Background: an optimization exercise with open tools, aiming at small area, a short achievable clock period and few clock cycles per item. Do not read the settings as production practice. In this exercise RTL edits were held to simulation tests only and were not proved equivalent to the original. Power is estimated from default activity; no workload was simulated.

## design/flow/config.mk

```make
export PLATFORM = sky130hd
export DESIGN_NAME = zs_conv_top
export DESIGN_NICKNAME = zs_conv_top
export VERILOG_FILES = /design/flow/design.v
export SDC_FILE = /design/flow/constraint.sdc
export NUM_CORES = 4
export LEC_CHECK = 0
export CAP_MARGIN = 20
export CORE_MARGIN = 2
export CORE_UTILIZATION = 40
export CTS_CLUSTER_DIAMETER = 80
export CTS_CLUSTER_SIZE = 25
export SLEW_MARGIN = 20
export TNS_END_PERCENT = 5
```

## design/flow/constraint.sdc

```tcl
create_clock -name core_clock -period 10.0 [get_ports {clk}]
set_input_delay 2.0000 -clock core_clock [delete_from_list [all_inputs] [get_ports {clk}]]
set_output_delay 2.0000 -clock core_clock [all_outputs]
set_load 0.01 [all_outputs]
```

## design/flow/standard.sh

```bash
#!/bin/bash
# synth_recipe.tcl (not shown) runs the flow's synth.tcl, then flattens the netlist and writes it again
# the make line also repeats each setting of config.mk as NAME=value (left out here)
make -C /OpenROAD-flow-scripts/flow DESIGN_CONFIG=/design/flow/config.mk WORK_HOME=/design/flow/orfs CLKGATE_MAP_FILE= SYNTH_SCRIPT=/design/flow/synth_recipe.tcl "${@:-finish}"
```

## design/flow/flow/run.sh

```bash
#!/bin/bash
# The standard layout, with repair_timing aiming for more setup slack than config.mk
# may ask for. Each tool's full output stays in orfs/logs; make's own output in standard.log.
set -euo pipefail
bash standard.sh SETUP_SLACK_MARGIN=6.5 finish > standard.log 2>&1
```

## design/flow/design.v

```verilog
package zs_pkg;
    parameter int DATA_W    = 32;
    parameter int WEIGHT_W  = 4;
    parameter int NUM_MAPS  = 8;    
    parameter int CHANNEL_W = 4;
    parameter int PIXEL_W   = 3;
    parameter int LANES     = 2;
    parameter int PASSES    = NUM_MAPS / LANES;
    parameter logic [DATA_W-1:0] STOP_WORD = '1;
endpackage
`timescale 1ns/1ns
module zs_layer_ctrl (
    input  logic [3:0] w,
    output logic [5:0] booth
);
    assign booth[0] = w[0];
    assign booth[1] = w[1] & ~w[0];
    assign booth[2] = w[1];
    assign booth[3] = w[2] ^ w[1];
    assign booth[4] = (w[3] & ~w[2] & ~w[1]) | (~w[3] & w[2] & w[1]);
    assign booth[5] = w[3];
endmodule
`timescale 1ns/1ns
module zs_fetch #(
    parameter int N = 16,
    parameter int W = 5
) (
    input  logic [N-1:0] bits,
    output logic [W-1:0] cnt
);
    if (N == 1) begin : g_leaf
        assign cnt = W'(bits);
    end else begin : g_node
        localparam int H = N / 2;
        logic [W-1:0] lo, hi;
        zs_fetch #(.N(H),     .W(W)) u_lo (.bits(bits[H-1:0]), .cnt(lo));
        zs_fetch #(.N(N - H), .W(W)) u_hi (.bits(bits[N-1:H]), .cnt(hi));
        assign cnt = lo + hi;
    end
endmodule
module zs_first_set #(
    parameter int N = 16,
    parameter int W = 4
) (
    input  logic [N-1:0] pend,
    output logic [W-1:0] idx
);
    always_comb begin
        idx = '0;
        for (int i = N - 1; i >= 0; i--) begin
            if (pend[i]) idx = W'(i);
        end
    end
endmodule
`timescale 1ns/1ns
module zs_pointwise_accum (
    input  logic [15:0] a,
    input  logic [15:0] b,
    input  logic [15:0] c,
    input  logic        ci0,
    input  logic        ci1,
    output logic [15:0] s,
    output logic        co0,
    output logic        co1
);
    logic [15:0] x, y;
    logic [17:0] t;
    assign x   = a ^ b ^ c;
    assign y   = (a & b) | (a & c) | (b & c);
    assign t   = {1'b0, x, 1'b1} + {1'b0, y[14:0], ci0, ci1};
    assign s   = t[16:1];
    assign co0 = y[15];
    assign co1 = t[17];
endmodule
`timescale 1ns/1ns
import zs_pkg::*;
module zs_relu_writer (
    input  logic [DATA_W-1:0] value,
    input  logic [5:0]        booth,    
    output logic [DATA_W-1:0] pp0,
    output logic [DATA_W-1:0] ppx
);
    logic one0, two0, neg0, one1, two1, neg1;
    logic [DATA_W-1:0] v2, pp1;
    assign {neg1, two1, one1, neg0, two0, one0} = booth;
    assign v2  = {value[DATA_W-2:0], 1'b0};
    assign pp0 = ({DATA_W{one0}} & value | {DATA_W{two0}} & v2) ^ {DATA_W{neg0}};
    assign pp1 = ({DATA_W{one1}} & value | {DATA_W{two1}} & v2) ^ {DATA_W{neg1}};
    assign ppx = {pp1[DATA_W-3:0], neg1, neg1};
endmodule
`timescale 1ns/1ns
import zs_pkg::*;
module zs_conv_top #(
    parameter int NUM_PIXELS = 8,
    parameter int IN_ADDR_W  = 12
) (
    input  logic                         clk,
    input  logic                         reset,
    input  logic                         ps_loading,
    output logic [IN_ADDR_W-1:0]         in_addr,
    input  logic [zs_pkg::DATA_W-1:0]    in_rd_value,
    input  logic [zs_pkg::DATA_W-1:0]    in_rd_position,
    output logic [zs_pkg::CHANNEL_W-1:0] weight_addr,
    input  logic [zs_pkg::DATA_W-1:0]    weight_rddata,
    output logic                         out_wr_en,
    output logic [zs_pkg::DATA_W-1:0]    out_wr_addr,
    output logic [zs_pkg::DATA_W-1:0]    out_wr_value,
    output logic [zs_pkg::DATA_W-1:0]    out_wr_position,
    output logic                         pl_need_weights,
    output logic                         pl_need_data
);
    localparam int PASS_W  = $clog2(PASSES);
    localparam int LANE_W  = $clog2(LANES);
    localparam int CELLS   = LANES * NUM_PIXELS;
    localparam int CELL_W  = LANE_W + PIXEL_W;
    localparam int OADDR_W = $clog2(NUM_MAPS * NUM_PIXELS + 1);
    localparam int CNT_W   = $clog2(CELLS + 1);
    localparam int AHEAD   = 4;
    logic                  need;       
    logic                  loading;    
    logic                  first;      
    logic                  issuing;    
    logic [PASS_W-1:0]     ipass;      
    logic [PASS_W-1:0]     wpass;      
    logic [IN_ADDR_W-1:0]  lenm1;      
    logic                  empty;      
    logic                  rd_pend;    
    logic                  rd_last;    
    logic                  s1_v, s2_v, s3_v, s4_v;    
    logic                  s1_e, s2_e, s3_e, s4_e;    
    logic                  s1_stop;                   
    logic [DATA_W-1:0]     v1, v2, v3;
    logic [PIXEL_W-1:0]    p1, p2;
    logic [LANES-1:0][5:0] w3, w4;      
    logic [DATA_W-1:13]    v4;          
    logic [PIXEL_W-1:0]    rsel4;       
    logic [LANES-1:0][1:0] cy4;         
    logic [LANES-1:0][5:0] booth;
    logic [LANES-1:0][NUM_PIXELS-1:0][DATA_W-1:0] acc;
    logic [NUM_PIXELS-1:0] touched;    
    logic [CELLS-1:0]      todo;       
    logic [CELLS-1:0]      pend;       
    logic [CELLS-1:0]      pend_n;
    logic [PIXEL_W-1:0]    rsel;       
    logic [NUM_PIXELS-1:0] rd_oh;      
    logic [NUM_PIXELS-1:0] rdh_oh;     
    logic [LANE_W-1:0]     wlane;      
    logic                  wrd;        
    logic                  wr_phase;
    logic                  wdone;
    logic                  wfirst;     
    logic                  wsecond;    
    logic [3:0][2:0]       gcnt;       
    logic [CNT_W-1:0]      wcnt;       
    logic [1:0]            wsub;       
    logic [CELLS-1:0]      cand;       
    logic [CELLS-1:0]      pick;       
    logic                  is_stop;
    logic                  start0, startn, more, last_iss;
    logic [CELL_W-1:0]     widx;
    logic [LANES-1:0][DATA_W-1:0] rd;
    logic [LANES-1:0][15:0] sum_lo, sum_hi;
    logic [LANES-1:0][1:0]  cy;
    logic [LANES-1:0][DATA_W-1:0] pp0, ppx, pp0h, ppxh;
    logic [PIXEL_W-1:0]    rsel_n;
    logic [DATA_W-1:0]     wval;
    assign pl_need_weights = need;
    assign pl_need_data    = need;
    assign is_stop  = rd_pend && first && !s1_stop && (in_rd_position == STOP_WORD);
    assign start0   = loading && !ps_loading;
    assign more     = (wpass != PASS_W'(PASSES - 1)) && !empty;
    assign wdone    = wr_phase && !wrd && (pend == '0);
    assign startn   = wr_phase && ((!wfirst && !wsecond && wcnt <= CNT_W'(AHEAD) + CNT_W'(wsub))
                                   || wdone)
                   && (ipass == wpass) && more;
    assign last_iss = (in_addr == lenm1);
    always_ff @(posedge clk) begin
        if (reset) begin
            need    <= 1'b1;
            loading <= 1'b0;
            first   <= 1'b0;
            issuing <= 1'b0;
            ipass   <= '0;
            in_addr <= '0;
            rd_pend <= 1'b0;
            rd_last <= 1'b0;
            lenm1   <= '0;
            empty   <= 1'b0;
        end else begin
            rd_pend <= 1'b0;
            rd_last <= 1'b0;
            if (need && ps_loading) begin
                need    <= 1'b0;
                loading <= 1'b1;
                ipass   <= '0;
            end
            if (start0) begin
                loading <= 1'b0;
                first   <= 1'b1;
                in_addr <= IN_ADDR_W'(1);
                rd_pend <= 1'b1;
            end
            if (first) begin
                if (s1_stop) begin
                    first   <= 1'b0;
                    in_addr <= '0;
                    lenm1   <= in_addr - IN_ADDR_W'(3);
                    empty   <= (in_addr == IN_ADDR_W'(2));
                end else begin
                    in_addr <= in_addr + 1'b1;
                    rd_pend <= 1'b1;
                end
            end
            if (startn || issuing) begin
                rd_pend <= 1'b1;
                rd_last <= last_iss;
                issuing <= !last_iss;
                in_addr <= last_iss ? '0 : in_addr + 1'b1;
            end
            if (startn) begin
                ipass <= ipass + 1'b1;
            end
            if (wdone && !more) begin
                need <= 1'b1;   
            end
        end
    end
    always_ff @(posedge clk) begin
        v1          <= in_rd_value;
        p1          <= in_rd_position[PIXEL_W-1:0];
        weight_addr <= in_rd_position[8 +: CHANNEL_W];
        v2          <= v1;
        p2          <= p1;
        v3          <= v2;
        w3          <= booth;
        v4          <= v3[DATA_W-1:13];
        w4          <= w3;
        rsel4       <= rsel;
        cy4         <= cy;
        if (reset) begin
            s1_v    <= 1'b0;
            s2_v    <= 1'b0;
            s3_v    <= 1'b0;
            s4_v    <= 1'b0;
            s1_e    <= 1'b0;
            s2_e    <= 1'b0;
            s3_e    <= 1'b0;
            s4_e    <= 1'b0;
            s1_stop <= 1'b0;
        end else begin
            s1_v    <= rd_pend && !is_stop && !(first && s1_stop);
            s1_e    <= is_stop || (rd_pend && rd_last);
            s1_stop <= is_stop;
            s2_v    <= s1_v;
            s2_e    <= s1_e;
            s3_v    <= s2_v;
            s3_e    <= s2_e;
            s4_v    <= s3_v;
            s4_e    <= s3_e;
        end
    end
    for (genvar l = 0; l < LANES; l++) begin : g_booth
        zs_layer_ctrl u_rec (
            .w     (weight_rddata[(ipass*LANES + l)*WEIGHT_W +: WEIGHT_W]),
            .booth (booth[l])
        );
    end
    always_comb begin
        for (int l = 0; l < LANES; l++) begin
            rd[l] = '0;
            for (int p = 0; p < NUM_PIXELS; p++) begin
                rd[l][15:0]  = rd[l][15:0]  | (acc[l][p][15:0]  & {16{rd_oh[p]}});
                rd[l][31:16] = rd[l][31:16] | (acc[l][p][31:16] & {16{rdh_oh[p]}});
            end
        end
    end
    for (genvar l = 0; l < LANES; l++) begin : g_lane
        zs_relu_writer u_pp (
            .value (v3),
            .booth (w3[l]),
            .pp0   (pp0[l]),
            .ppx   (ppx[l])
        );
        zs_relu_writer u_pph (
            .value ({v4, 13'b0}),
            .booth (w4[l]),
            .pp0   (pp0h[l]),
            .ppx   (ppxh[l])
        );
        zs_pointwise_accum u_lo (
            .a   (rd[l][15:0]),
            .b   (pp0[l][15:0]),
            .c   (ppx[l][15:0]),
            .ci0 (w3[l][2]),
            .ci1 (w3[l][5]),
            .s   (sum_lo[l]),
            .co0 (cy[l][0]),
            .co1 (cy[l][1])
        );
        zs_pointwise_accum u_hi (
            .a   (rd[l][31:16]),
            .b   (pp0h[l][31:16]),
            .c   (ppxh[l][31:16]),
            .ci0 (cy4[l][0]),
            .ci1 (cy4[l][1]),
            .s   (sum_hi[l]),
            .co0 (),
            .co1 ()
        );
    end
    always_ff @(posedge clk) begin
        for (int l = 0; l < LANES; l++) begin
            for (int p = 0; p < NUM_PIXELS; p++) begin
                if (s3_v && rsel  == PIXEL_W'(p)) acc[l][p][15:0]  <= sum_lo[l];
                if (s4_v && rsel4 == PIXEL_W'(p)) acc[l][p][31:16] <= sum_hi[l];
            end
        end
    end
    always_comb begin
        for (int l = 0; l < LANES; l++) begin
            for (int p = 0; p < NUM_PIXELS; p++) begin
                pend[l*NUM_PIXELS + p] = todo[l*NUM_PIXELS + p] && !acc[l][p][DATA_W-1];
            end
        end
    end
    always_comb begin
        pend_n = pend;
        if (wrd) pend_n[{wlane, rsel}] = 1'b0;
    end
    always_comb begin
        cand = pend;
        if (s4_v) begin
            for (int l = 0; l < LANES; l++) cand[l*NUM_PIXELS + rsel4] = 1'b1;
        end
    end
    assign pick = wr_phase ? pend_n : cand;
    zs_first_set #(.N(CELLS), .W(CELL_W)) u_pick (
        .pend (pick),
        .idx  (widx)
    );
    assign wval   = rd[wlane];
    assign rsel_n = s2_v ? p2 : widx[PIXEL_W-1:0];
    logic                 o_stop_hi;    
    logic                 o_stop_lo;    
    logic [2:0]           o_map;
    logic [PIXEL_W-1:0]   o_pix;
    logic [OADDR_W-1:0]   o_addr;
    always_ff @(posedge clk) begin
        rsel    <= rsel_n;
        if (s2_v && !(!s3_e && (touched[p2] || (s3_v && rsel == p2)))) rd_oh <= '0;
        else rd_oh <= NUM_PIXELS'(1) << rsel_n;
        if (s3_v) rdh_oh <= rd_oh;
        else      rdh_oh <= NUM_PIXELS'(1) << rsel_n;
        wlane <= widx[PIXEL_W +: LANE_W];
        if (reset) begin
            touched   <= '0;
            todo      <= '0;
            wr_phase  <= 1'b0;
            wrd       <= 1'b0;
            wfirst    <= 1'b0;
            wsub      <= '0;
            wsecond   <= 1'b0;
            gcnt      <= '0;
            wcnt      <= '0;
            wpass     <= '0;
            out_wr_en <= 1'b0;
            o_addr    <= '0;
        end else begin
            if (need) o_addr <= '0;
            else      o_addr <= o_addr + OADDR_W'(out_wr_en);
            wrd       <= wr_phase ? (pend_n != '0) : (s4_e && cand != '0);
            wfirst    <= s4_e;
            wsecond <= wfirst;
            if (wfirst) begin
                for (int g = 0; g < 4; g++) gcnt[g] <= 3'(pend[g*4]) + 3'(pend[g*4+1]) + 3'(pend[g*4+2]) + 3'(pend[g*4+3]);
                wsub <= 2'(wrd && pend[{wlane, rsel}]);
            end else if (wsecond) begin
                wcnt <= CNT_W'(gcnt[0]) + CNT_W'(gcnt[1]) + CNT_W'(gcnt[2]) + CNT_W'(gcnt[3]);
                wsub <= wsub + 2'(wrd);
            end else if (wrd) begin
                wcnt <= wcnt - 1'b1;
            end
            out_wr_en <= (wrd && wval != '0 && !wval[DATA_W-1]) || (wdone && !more);
            if (s3_v) touched[rsel] <= 1'b1;
            if (s3_e) touched <= '0;
            if (s4_v) begin
                for (int l = 0; l < LANES; l++) todo[l*NUM_PIXELS + rsel4] <= 1'b1;
            end
            if (s4_e) begin
                wr_phase <= 1'b1;
                wpass    <= ipass;
            end
            if (wrd)   todo     <= todo & pend_n;
            if (wdone) todo     <= '0;
            if (wdone) wr_phase <= 1'b0;
        end
    end
    always_ff @(posedge clk) begin
        o_stop_hi    <= !wrd;
        o_stop_lo    <= wdone && !more;
        o_map        <= wrd ? 3'({wpass, wlane}) : 3'b111;
        o_pix        <= wrd ? rsel : '1;
        out_wr_value <= wrd ? wval : STOP_WORD;
    end
    assign out_wr_addr     = DATA_W'(o_addr);
    assign out_wr_position = {{16{o_stop_hi}}, {5{o_stop_lo}}, o_map, {5{o_stop_lo}}, o_pix};
endmodule
```

==> results by group <==
Logic synthesis
  • #FFs+latches synth: 827
  • Number of flops mapped to enable cells by yosys: 512
  • Syn Std Cell Area: 0.0370 mm^2
  • Syn Inst Count: 2929
  • YS warnings: 2
  • Syn Area/Cell: 12.6 um^2
  • Post-synthesis sequential area ratio: 0.587
  • Main flop type after synthesis: edfxtp_1
  • Ys async rst share: 0
  • Synth unique cells: 92

Clock tree
  • Sink Count: 827
  • CTS Buf Count: 46
  • H-tree depth: 2
  • Clock transition at path regs: 0.09 ns
  • CTS tree: yes
  • CTS Hold Buffers Added: 0
  • Clock Path Buffers: 3
  • Root buffer cell: clkbuf_16
  • Clk Latency, worst-skew pair: 0.64 ns

Floorplanning
  • Height of the chip: 308 um
  • Io pins: 214
  • Die area: 0.0948 mm^2
  • Starting density of the core: 0.403
  • Site row count: 111
  • Die span in x: 308 um
  • Core ar.: 0.0917 mm^2

Min path
  • Hold path startpoint: v2[26]
  • HP Class: register to register
  • Hold depth: 0

Placed design
  • Pre-CTS setup slack: 5.45 ns
  • PortBufs: 188
  • Gp weighted congestion: 0.893
  • Post-DP HPWL: 65900 um
  • DP Area: 0.0397 mm^2

Drt
  • DRC: 0
  • Pre-Repair DR Iteration Count: 6
  • Detailed-route via count: 24800
  • WL per Instance: 24.7 um
  • Initial drt markers: 2255
  • Final ANT Viol Nets: 0
  • WL final: 106000 um
  • Vias per cell: 5.77

Pwr
  • Flop pwr share: 0.508
  • Switching Share: 0.303
  • Clock power frac: 0.243
  • Psw: 2.62 mW
  • Internal power: 6.03 mW
  • Tot Pwr: 8.65 mW
  • Leak pwr: 15.1 nW
  • Power per cell area: 201 mW/mm^2
  • Peak VDD IR: 0.102 mV
  • Comb power frac: 0.248

Global route
  • Grt peak-use layer: met2
  • Vias in the first global route: 25000
  • Met2 usage: 0.365
  • Global route overflow: 0
  • Met1 Usage GRT: 0.299
  • Tot GR Track Use: 0.219
  • Largest net degree at the start of global routing: 49
  • Antenna violations before repair: 1
  • Met3 Use GR: 0.0325
  • First-pass GRT wire length: 157000 um

Timing
  • Highest clock rate: 0.272 GHz
  • Final Worst Setup Slack: 6.32 ns
  • Slew margin rel.: 0.226
  • Setup TNS: 0 ns
  • Setup violators final: 0
  • WHS: 0.330 ns
  • Slew @ Worst Pin: 1.15 ns
  • Final Hold Viols: 0
  • RSZ-0062 raised after global routing: true
  • Period utilization: 0.368
  • Setup Skew: 0.0406 ns
  • Slew Viols, Final: 0
  • Final min period: 3.68 ns

Worst setup path
  • Levels on crit path: 1
  • CP max stage delay: 0.60 ns
  • Worst Path Max Fanout: 9
  • Critical path launch point: in_addr[4]
  • CP required: 8.00 ns
  • Crit path kind: register to primary output
  • CP max-delay cell: clkdlybuf4s50_1
  • Startpoint types: register
  • Worst Path Arrival: 1.68 ns
  • Worst path top cell family by delay: buffers and inverters
  • Worst r2r src: rd_oh[4]
  • Worst reg2reg setup slack: 6.37 ns
  • CP endpoint: in_addr[4]
  • Worst path bufs/invs: 1
  • Worst reg2reg path depth: 13
  • Crit path capture type: primary output
  • Worst path cell trace: clkdlybuf4s50_1
  • Worst r2r dst: acc[495]

Layout
  • Most frequent cells in the layout: edfxtp_1, a22oi_1, dfxtp_1, clkdlybuf4s50_1, inv_1
  • Final instance area: 0.0431 mm^2
  • Most common cell after layout, fill and taps aside: edfxtp_1
  • Area Overhead vs Synth: 16.7%
  • Nets@finish: 3351
  • Layout cells sized above 1: 0.157

Run status
  • Status: complete, no violations

Flow run
  • Max Cap Viol: 0
cell usage after synthesis, drive strengths merged (9+ instances only):
| cell | count | area, um^2 |
|---|---|---|
| edfxtp | 512 | 15400 |
| a22oi | 380 | 2850 |
| dfxtp | 315 | 6310 |
| inv | 164 | 616 |
| clkbuf | 160 | 619 |
| nor2 | 139 | 522 |
| xor2 | 133 | 1160 |
| nand2 | 120 | 453 |
| ha | 101 | 1260 |
| xnor2 | 98 | 858 |
| a21oi | 79 | 422 |
| fa | 74 | 1480 |
| buf | 71 | 485 |
| nor3 | 59 | 305 |
| and4 | 57 | 499 |
| o21ai | 55 | 287 |
| nor2b | 31 | 201 |
| nand4 | 30 | 188 |
| mux2 | 28 | 315 |
| nand3 | 28 | 140 |
| mux2i | 27 | 270 |
| nand2b | 24 | 150 |
| and3 | 20 | 125 |
| a211oi | 18 | 148 |
| a31oi | 18 | 128 |
| a21o | 15 | 113 |
| mux4 | 13 | 293 |
| and2 | 12 | 75.1 |
| nor4 | 12 | 90.1 |
| a32o | 9 | 90.1 |
| o21bai | 9 | 67.6 |
| or3 | 9 | 56.3 |
power by group through the flow:
stage | Sequential, mW | Combinational, mW | Clock (mW)
floorplan | 4.42 | 1.31 | 0
global route | 4.41 | 2.35 | 2.28
finish | 4.40 | 2.15 | 2.11
global placement | 4.48 | 1.73 | 0
CTS | 4.40 | 2.02 | 2.16
detailed placement | 4.49 | 1.81 | 0
final cells by class:
| class | instances | area, um^2 |
|---|---|---|
| diodes | 1 | 2.50 |
| clock buffers | 63 | 1240 |
| clock inverters | 23 | 269 |
| fillers | 8040 | 48500 |
| inverters | 165 | 624 |
| multi-input cells | 1730 | 14400 |
| flip-flops and latches | 827 | 21900 |
| well taps | 1186 | 1480 |
| repair buffers | 307 | 3240 |
metrics by stage:
step,utilization,instances
2_1_floorplan,-,2953
3_3_place_gp,0.433,4133
3_5_place_dp,0.433,4133
4_1_cts,0.465,4280
5_1_grt,0.471,4301
6_report,0.471,4302
how the worst min path moves through the flow:
| stage | end | slack (ns) |
|---|---|---|
| 6_report | v3[26] | 0.33 |
| 5_1_grt | v2[29] | 0.34 |
| 4_1_cts | v3[26] | 0.33 |
| 3_5_place_dp | v3[20] | 0.31 |
| 3_3_place_gp | v3[18] | 0.31 |
| 2_1_floorplan | p2[0] | 0.31 |
routing by layer:
| layer | wire length [um] | share of wire |
|---|---|---|
| met1 | 44600 | 0.42 |
| met2 | 50700 | 0.48 |
| met3 | 8190 | 0.077 |
| met4 | 2850 | 0.027 |
| met5 | 0 | 0 |
registers in the layout, summed over array words and instances (netlist names), 5 cells and up:
register / count
acc: 512
o_addr: 7
lenm1: 12
wcnt: 5
todo: 16
rdh_oh: 8
w3: 12
v3: 32
w4: 12
rd_oh: 8
out_wr_value: 32
touched: 8
v1: 32
v4: 19
v2: 32
in_addr: 12
gcnt: 12
logic make-up (layout without fill, tap and decap cells):
family | count (synthesis) | in the layout | synth area share
compound gates | 660 | 660 | 0.132
xor+xnor | 231 | 231 | 0.0547
fa+ha+maj | 175 | 175 | 0.0743
buf+inv | 396 | 558 | 0.0466
flops | 827 | 827 | 0.587
mux | 68 | 68 | 0.0238
other cells | 1 | 26 | 0.000101
simple gates | 571 | 571 | 0.0822
repair_timing:
item                       4_1_cts  5_1_grt
setup buffers                   53       18
pin swaps                       22       26
setup endpoints to repair      484      435
resized for setup              233       94
cloned                           8        3
Testbench counts, summed over its fixed seeds: cycles 50,248, layers 256.

==> port drivers added, routing unchanged <==
No port has a modelled driver above. Below, the same layout with a new extraction and two added sets of constraints.
Step 1 assumes that a clkbuf_16 drives the clock port and a buf_2 every other input.
Step 2, shift: input delay + t, output delay - t, t = (earliest + latest rising clock arrival at the registers) / 2. This alone moves slack from input paths to output paths.
Slacks: ideal ports / drivers / drivers and shift; pairs: ideal ports / drivers.
t, ns: 0.692
setup WS [ns]: 6.324 / 6.254 / 6.036
cell pins on the clock port's net: 1
After both steps this run still meets setup and hold. The setup slack of this run moves by -0.070 ns with the drivers and by -0.288 ns with both steps.
